Context: an optimization exercise on an open-source flow, tuned for small area, a short achievable clock period and few clock cycles. The choices shown serve that exercise and are no tape-out recipe.
The RTL was checked by simulation tests, not by an equivalence proof against the original design.

== oak ==
## hilo_muldiv
module hilo_muldiv (
  input  logic        clk,
  input  logic        rst_n,
  input  logic [3:0]  mul_func,
  input  logic [31:0] in_a,
  input  logic [31:0] in_b,
  output logic [31:0] hi,
  output logic [31:0] lo,
  output logic        busy
);
Size in the first run: roughly 3,900 cells after synthesis, roughly 160 flip-flops, roughly 140 I/O pins, ~25,000 µm² of cells after synthesis.
clock: 12.0 ns
lec_check: 0
abc_area: 1
cap_margin: 20
core_margin: 2
core_utilization: 40
setup_slack_margin: 5
slew_margin: 20
run.sh (not shown) runs the stock make flow with config.mk's settings and CLKGATE_MAP_FILE= SYNTH_SCRIPT=/design/flow/synth_recipe.tcl, a recipe that flattens the netlist after the stock synthesis.
Testbench counts of oak, summed over its fixed seeds: cycles 44,373.
[inputs] pine vs oak
# oak
export LEC_CHECK = 0
export ABC_AREA = 1
export CAP_MARGIN = 20
export CORE_MARGIN = 2
export CORE_UTILIZATION = 40
export SETUP_SLACK_MARGIN = 5
export SLEW_MARGIN = 20
create_clock -name core_clock -period 12.0 [get_ports {clk}]
# pine
export LEC_CHECK = 0
export CAP_MARGIN = 20
export CORE_MARGIN = 2
export CORE_UTILIZATION = 40
export SETUP_SLACK_MARGIN = 5
export SLEW_MARGIN = 20
create_clock -name core_clock -period 12.0 [get_ports {clk}]
Results
- The xor-xnor portion of the synthesized cell area in pine sits 3.5 points above the value recorded for oak.
- Global-route met2 utilization (pine over oak): decrease, 5.1 points

hilo_muldiv, a different RTL version from the one above (not shown whole).
For scale: about 3000 cells after synthesis, ~140 I/O pins, about 23000 um^2 of cells after synthesis.
export LEC_CHECK = 0
export CAP_MARGIN = 20
export CORE_MARGIN = 2
export CORE_UTILIZATION = 40
export PLACE_DENSITY = 0.7
export SLEW_MARGIN = 20
export SETUP_SLACK_MARGIN = 6.5
export BUFFER_PORTS_ARGS = -buffer_cell sky130_fd_sc_hd__buf_2
create_clock -name core_clock -period 12.0 [get_ports {clk}]
standard.sh (not shown) runs the stock make flow with config.mk's settings and CLKGATE_MAP_FILE= SYNTH_SCRIPT=/design/flow/synth_recipe.tcl, a recipe that flattens the netlist after the stock synthesis.
==> flow/flow/run.sh <==
#!/bin/bash
# The standard layout (standard.sh, unchanged synthesis and steps), with two
# changes to how the layout is made; the clock constraint itself is unchanged:
#  - every port still gets its own buffer, but a plain sky130_fd_sc_hd__buf_2
#    instead of the delay buffer the placer would pick (smaller and faster).
sed -i '/SETUP_SLACK_MARGIN/d;/BUFFER_PORTS_ARGS/d' config.mk
echo "export SETUP_SLACK_MARGIN = 6.5" >> config.mk
echo "export BUFFER_PORTS_ARGS = -buffer_cell sky130_fd_sc_hd__buf_2" >> config.mk
bash standard.sh > standard.log 2>&1
Testbench counts at the start, summed over its fixed seeds: cycles 40,210.
Rerun with:
--- a/flow/flow/run.sh
+++ b/flow/flow/run.sh
@@ -7 +7 @@
-echo "export SETUP_SLACK_MARGIN = 6.5" >> config.mk
+echo "export SETUP_SLACK_MARGIN = 6.0" >> config.mk
--- a/flow/config.mk
+++ b/flow/config.mk
@@ -13 +13 @@
-export SETUP_SLACK_MARGIN = 6.5
+export SETUP_SLACK_MARGIN = 6.0
What happened: Synthesized area stays the same. Fmax decreases by about 6%. Routed wire length drops by about 3.7%.
Rerun with:
--- a/flow/flow/run.sh
+++ b/flow/flow/run.sh
@@ -7 +7 @@
-echo "export SETUP_SLACK_MARGIN = 6.0" >> config.mk
+echo "export SETUP_SLACK_MARGIN = 6.5" >> config.mk
--- a/flow/config.mk
+++ b/flow/config.mk
@@ -10 +10 @@
-export CORE_UTILIZATION = 40
+export CORE_UTILIZATION = 50
@@ -13 +13 @@
-export SETUP_SLACK_MARGIN = 6.0
+export SETUP_SLACK_MARGIN = 6.5
Result:
- global-route usage came out higher by 13 points
- cell area came out higher by 4.9%
- area after synthesis stays the same
- worst hold slack is about the same
- final cell count came out lower by 2.6%
- worst setup slack gains 0.33 ns
- utilization came out higher by 14 points
- clock skew stays flat
- count of clock-buffer cells in the layout came out higher by 1
Rerun with:
--- a/flow/config.mk
+++ b/flow/config.mk
@@ -10,2 +10 @@
-export CORE_UTILIZATION = 50
-export PLACE_DENSITY = 0.7
+export CORE_UTILIZATION = 40
Wire length grows by 5.8%.
Synthesized cell count does not change.
Sequential share of layout area shrinks by 0.47 points.
Global-route usage shrinks by 7.9 points.
Die area grows by 25%.

[what the ideal ports hide]
In the flow no input, the clock included, has a driving cell. The finished layouts below were timed again as built, in two steps. Step 1 (the two cells are an assumption about what drives the block):
set clk [get_ports {clk}]
set_driving_cell -lib_cell sky130_fd_sc_hd__clkbuf_16 $clk
set_driving_cell -lib_cell sky130_fd_sc_hd__buf_2 [delete_from_list [all_inputs] $clk]
Step 2, shift: input delay + t, output delay - t, t = (earliest + latest rising clock arrival at the registers) / 2. This alone moves slack from input paths to output paths. Three values: ideal ports, drivers, drivers and shift; two values: the first two.
| run | t, ns | setup slack, ns | worst slew at a driven data input, ns |
|---|---|---|---|
| oak | 0.536 | 5.372 / 5.372 / 5.154 | 0.05 |
| pine | 0.520 | 5.073 / 5.073 / 5.073 | 0.07 |
| the first run of note 2 | 0.572 | 6.430 / 6.430 / 6.387 | 0.04 |
| the second run of note 2 | 0.570 | 6.062 / 6.062 / 6.062 | 0.04 |
| the third run of note 2 | 0.568 | 6.389 / 6.389 / 6.166 | 0.05 |
| the fourth run of note 2 | 0.565 | 6.281 / 6.281 / 6.167 | 0.05 |
After both steps setup and hold are still met in every run listed. For the third run of note 2, which loses most, drivers alone change the setup slack by 0.000 ns; drivers and shift together by -0.223 ns.
